This design comes from an exercise in tuning for small area, a short achievable clock period and few clock cycles on the open sky130 flow, not from production work. Function was checked by simulation only, so behaviour that the tests miss may differ from the original.

v56:
// fu_mul_pipe
module fu_mul_pipe #(
  parameter int XLEN  = 32,
  parameter int TAG_W = 4
) (
  input  logic             clk,
  input  logic             rst,
  input  logic             flush,
  input  logic             in_valid,
  output logic             in_ready,
  input  logic [1:0]       op,
  input  logic [XLEN-1:0]  a,
  input  logic [XLEN-1:0]  b,
  input  logic [TAG_W-1:0] tag,
  output logic             out_valid,
  input  logic             out_ready,
  output logic [XLEN-1:0]  res,
  output logic [TAG_W-1:0] out_tag,
  output logic             busy
);
export LEC_CHECK = 0
export CAP_MARGIN = 20
export CORE_MARGIN = 2
export CORE_UTILIZATION = 60
export SETUP_SLACK_MARGIN = 5.0
export SLEW_MARGIN = 20
export SYNTH_HIERARCHICAL = 1
export SYNTH_MINIMUM_KEEP_SIZE = 0
create_clock -name core_clock -period 9.0 [get_ports {clk}]
standard.sh (not shown) runs the stock make flow with config.mk's settings and CLKGATE_MAP_FILE= SYNTH_SCRIPT=/design/flow/synth_recipe.tcl, a recipe that flattens the netlist after the stock synthesis.
==> flow/flow/run.sh <==
#!/bin/bash
set -euo pipefail
export BUFFER_PORTS_ARGS="-buffer_cell sky130_fd_sc_hd__buf_1"
bash standard.sh SETUP_SLACK_MARGIN=5.1 finish > make.log 2>&1
v56 reached the final stage; the timing, design-rule and antenna checks on its layout passed.
Testbench counts of v56, summed over its fixed seeds: cycles 12,241.
#### Input delta (v55 over v56)
Settings: setting CTS_CLUSTER_DIAMETER to 140 for the first time; changing CORE_UTILIZATION from 60 to 70; setting CTS_CLUSTER_SIZE to 24 for the first time.
Any difference in final critical-path share of the clock period between v56 and v55 is small enough to ignore.
The multi-input logic area was comparable across v56 and v55.
v55 against v56: number of buffers other than clock buffers in the final layout lower, cell count after placement went down, count of antenna diodes in the layout down 1, sequential cell area share moved up.
The inputs of v36 differ from those of v55 as listed below.
Settings: removing CTS_CLUSTER_DIAMETER (formerly 140); changing CORE_UTILIZATION from 70 to 60; removing CTS_CLUSTER_SIZE (formerly 24).
==> flow/run.sh (new file) <==
#!/bin/bash
# synth_recipe.tcl (not shown) runs the flow's synth.tcl, then flattens the netlist and writes it again
# the make line also repeats each setting of config.mk as NAME=value (left out here)
make -C /OpenROAD-flow-scripts/flow DESIGN_CONFIG=/design/flow/config.mk WORK_HOME=/design/flow/orfs CLKGATE_MAP_FILE= SYNTH_SCRIPT=/design/flow/synth_recipe.tcl finish
removed: flow/flow/run.sh
removed: flow/standard.sh
[summary]
- v36 improves on v55 in starting DRC count in detailed routing.
- Changes observed in v36 relative to v55: met1 layer wirelength in the final routing has increased; flip-flop and latch count has remained practically unchanged; multi-input gate share of the layout cell area has decreased.
- [v36] number of antenna violations at the first check in global routing fell 4 relative to v55
- [compare] base=v55 new=v36: post-CTS setup repair buffer count now sits lower; sequential portion of the cell area now sits lower.


fu_mul_pipe again, from the RTL that the note above started with.
clock: 9.0 ns
lec_check: 0
cap_margin: 20
core_margin: 2
core_utilization: 70
setup_slack_margin: 5.0
slew_margin: 20
synth_hierarchical: 1
synth_minimum_keep_size: 0
==> flow/flow/run.sh <==
#!/bin/bash
# The standard layout (standard.sh: ORFS from synthesis to the final layout), with one change:
# the port buffers that global placement inserts are sky130_fd_sc_hd__buf_1 cells rather than
# the default pick, clkdlybuf4s50_1, which is larger and slower. Timing repair still resizes them.
# make's full output is in make.log here; each ORFS step's own log is under orfs/logs/.
set -euo pipefail
export BUFFER_PORTS_ARGS="-buffer_cell sky130_fd_sc_hd__buf_1"
bash standard.sh finish > make.log 2>&1
Testbench counts at the start, summed over its fixed seeds: cycles 12,241.
Edit:
==> flow/flow/run.sh (replaced) <==
#!/bin/bash
set -euo pipefail
export BUFFER_PORTS_ARGS="-buffer_cell sky130_fd_sc_hd__buf_1"
bash standard.sh SETUP_SLACK_MARGIN=5.1 finish > make.log 2>&1
--- a/flow/config.mk
+++ b/flow/config.mk
@@ -8,5 +8,7 @@
 export CAP_MARGIN = 20
 export CORE_MARGIN = 2
-export CORE_UTILIZATION = 70
+export CORE_UTILIZATION = 60
+export CTS_CLUSTER_DIAMETER = 140
+export CTS_CLUSTER_SIZE = 24
 export SETUP_SLACK_MARGIN = 5.0
 export SLEW_MARGIN = 20
The changed run passed the timing, design-rule and antenna checks.
Worst setup slack gains 0.085 ns.
Cell area barely changes.
Core utilization went down by 10 points.
Edit:
--- a/flow/config.mk
+++ b/flow/config.mk
@@ -10,5 +10,5 @@
 export CORE_UTILIZATION = 60
 export CTS_CLUSTER_DIAMETER = 140
-export CTS_CLUSTER_SIZE = 24
+export CTS_CLUSTER_SIZE = 20
 export SETUP_SLACK_MARGIN = 5.0
 export SLEW_MARGIN = 20
The new run finished clean.
Area after synthesis does not change.
Final area stays flat.
Synthesized cell count does not change.
Wire length hardly moves.
Global-route usage is about the same.
Cell count stays flat.
Non-clock buffer count climbs by 1.
Setup slack is about the same.
Core utilization rose by 0.11 points.
Clock-buffer cell count rose by 4.
Edit:
==> flow/flow/run.sh (replaced) <==
#!/bin/bash
# The standard layout (standard.sh: ORFS from synthesis to the final layout), with one change:
# the port buffers that global placement inserts are sky130_fd_sc_hd__buf_1 cells rather than
# the default pick, clkdlybuf4s50_1, which is larger and slower. Timing repair still resizes them.
# make's full output is in make.log here; each ORFS step's own log is under orfs/logs/.
set -euo pipefail
export BUFFER_PORTS_ARGS="-buffer_cell sky130_fd_sc_hd__buf_1"
bash standard.sh finish > make.log 2>&1
--- a/flow/config.mk
+++ b/flow/config.mk
@@ -9,6 +9,4 @@
 export CORE_MARGIN = 2
 export CORE_UTILIZATION = 60
-export CTS_CLUSTER_DIAMETER = 140
-export CTS_CLUSTER_SIZE = 20
 export SETUP_SLACK_MARGIN = 5.0
 export SLEW_MARGIN = 20
Result:
- via count went up by 1.1%
- global-route usage rises by 0.38 points
- utilization goes up by 0.62 points
- sequential cell count does not change
- design area goes up by 0.96%
- count of clock-buffer cells in the layout rose by 16
- worst setup slack degrades by 0.068 ns
Edit:
==> flow/flow/run.sh (replaced) <==
#!/bin/bash
set -euo pipefail
export BUFFER_PORTS_ARGS="-buffer_cell sky130_fd_sc_hd__buf_1"
bash standard.sh SETUP_SLACK_MARGIN=5.1 finish > make.log 2>&1
--- a/flow/config.mk
+++ b/flow/config.mk
@@ -9,4 +9,6 @@
 export CORE_MARGIN = 2
 export CORE_UTILIZATION = 60
+export CTS_CLUSTER_DIAMETER = 120
+export CTS_CLUSTER_SIZE = 30
 export SETUP_SLACK_MARGIN = 5.0
 export SLEW_MARGIN = 20
Outcome: Synthesized cell count is unchanged; routed wire length falls by 0.40%; cell area decreases by 1.0%; worst setup slack gains 0.068 ns; maximum frequency came out higher by about 1.7%.
Edit:
==> flow/run.sh (new file) <==
#!/bin/bash
# synth_recipe.tcl (not shown) runs the flow's synth.tcl, then flattens the netlist and writes it again
# the make line also repeats each setting of config.mk as NAME=value (left out here)
make -C /OpenROAD-flow-scripts/flow DESIGN_CONFIG=/design/flow/config.mk WORK_HOME=/design/flow/orfs CLKGATE_MAP_FILE= SYNTH_SCRIPT=/design/flow/synth_recipe.tcl finish
--- a/flow/config.mk
+++ b/flow/config.mk
@@ -9,6 +9,5 @@
 export CORE_MARGIN = 2
 export CORE_UTILIZATION = 60
-export CTS_CLUSTER_DIAMETER = 120
-export CTS_CLUSTER_SIZE = 30
+export CTS_BUF_LIST = sky130_fd_sc_hd__clkbuf_4 sky130_fd_sc_hd__clkbuf_8
 export SETUP_SLACK_MARGIN = 5.0
 export SLEW_MARGIN = 20
removed: flow/flow/run.sh
removed: flow/standard.sh
Result: The changed run finished clean; area after synthesis is unchanged; final cell count rises by about 1.9%; die area does not change; cell area went up by about 2.6%; hold slack is worse by 0.014 ns; routed wire length falls by 3.5%; worst setup slack loses 0.076 ns.

re-timing with driven ports:
No port has a modelled driver above. Below, the same layouts with a new extraction and two added sets of constraints.
Step 1: set_driving_cell puts a clkbuf_16 on clk and a buf_2 on each other input, an assumption about the parent block.
Step 2, shift: input delay + t, output delay - t, t = (earliest + latest rising clock arrival at the registers) / 2. This alone moves slack from input paths to output paths.
Three values: ideal ports, drivers, drivers and shift; two values: the first two.
run	shift t [ns]	setup slack, ns	worst register clock-pin slew, ns
v56	0.618	5.075 / 5.044 / 4.981	0.07 / 0.07
v55	0.601	5.076 / 5.037 / 5.037	0.11 / 0.11
v36	0.627	5.003 / 5.003 / 5.003	0.07 / 0.07
the first run of note 2	0.681	4.990 / 4.990 / 4.990	0.07 / 0.07
the second run of note 2	0.603	5.075 / 5.044 / 5.016	0.11 / 0.11
the third run of note 2	0.610	5.075 / 5.044 / 4.983	0.10 / 0.10
the fourth run of note 2	0.615	5.007 / 5.007 / 5.007	0.07 / 0.07
the fifth run of note 2	0.611	5.075 / 5.044 / 5.029	0.12 / 0.12
the sixth run of note 2	0.728	4.999 / 4.999 / 4.999	0.07 / 0.07
After both steps every run listed still meets setup and hold. For v56, which loses most, drivers alone change the setup slack by -0.031 ns; drivers and shift together by -0.094 ns.
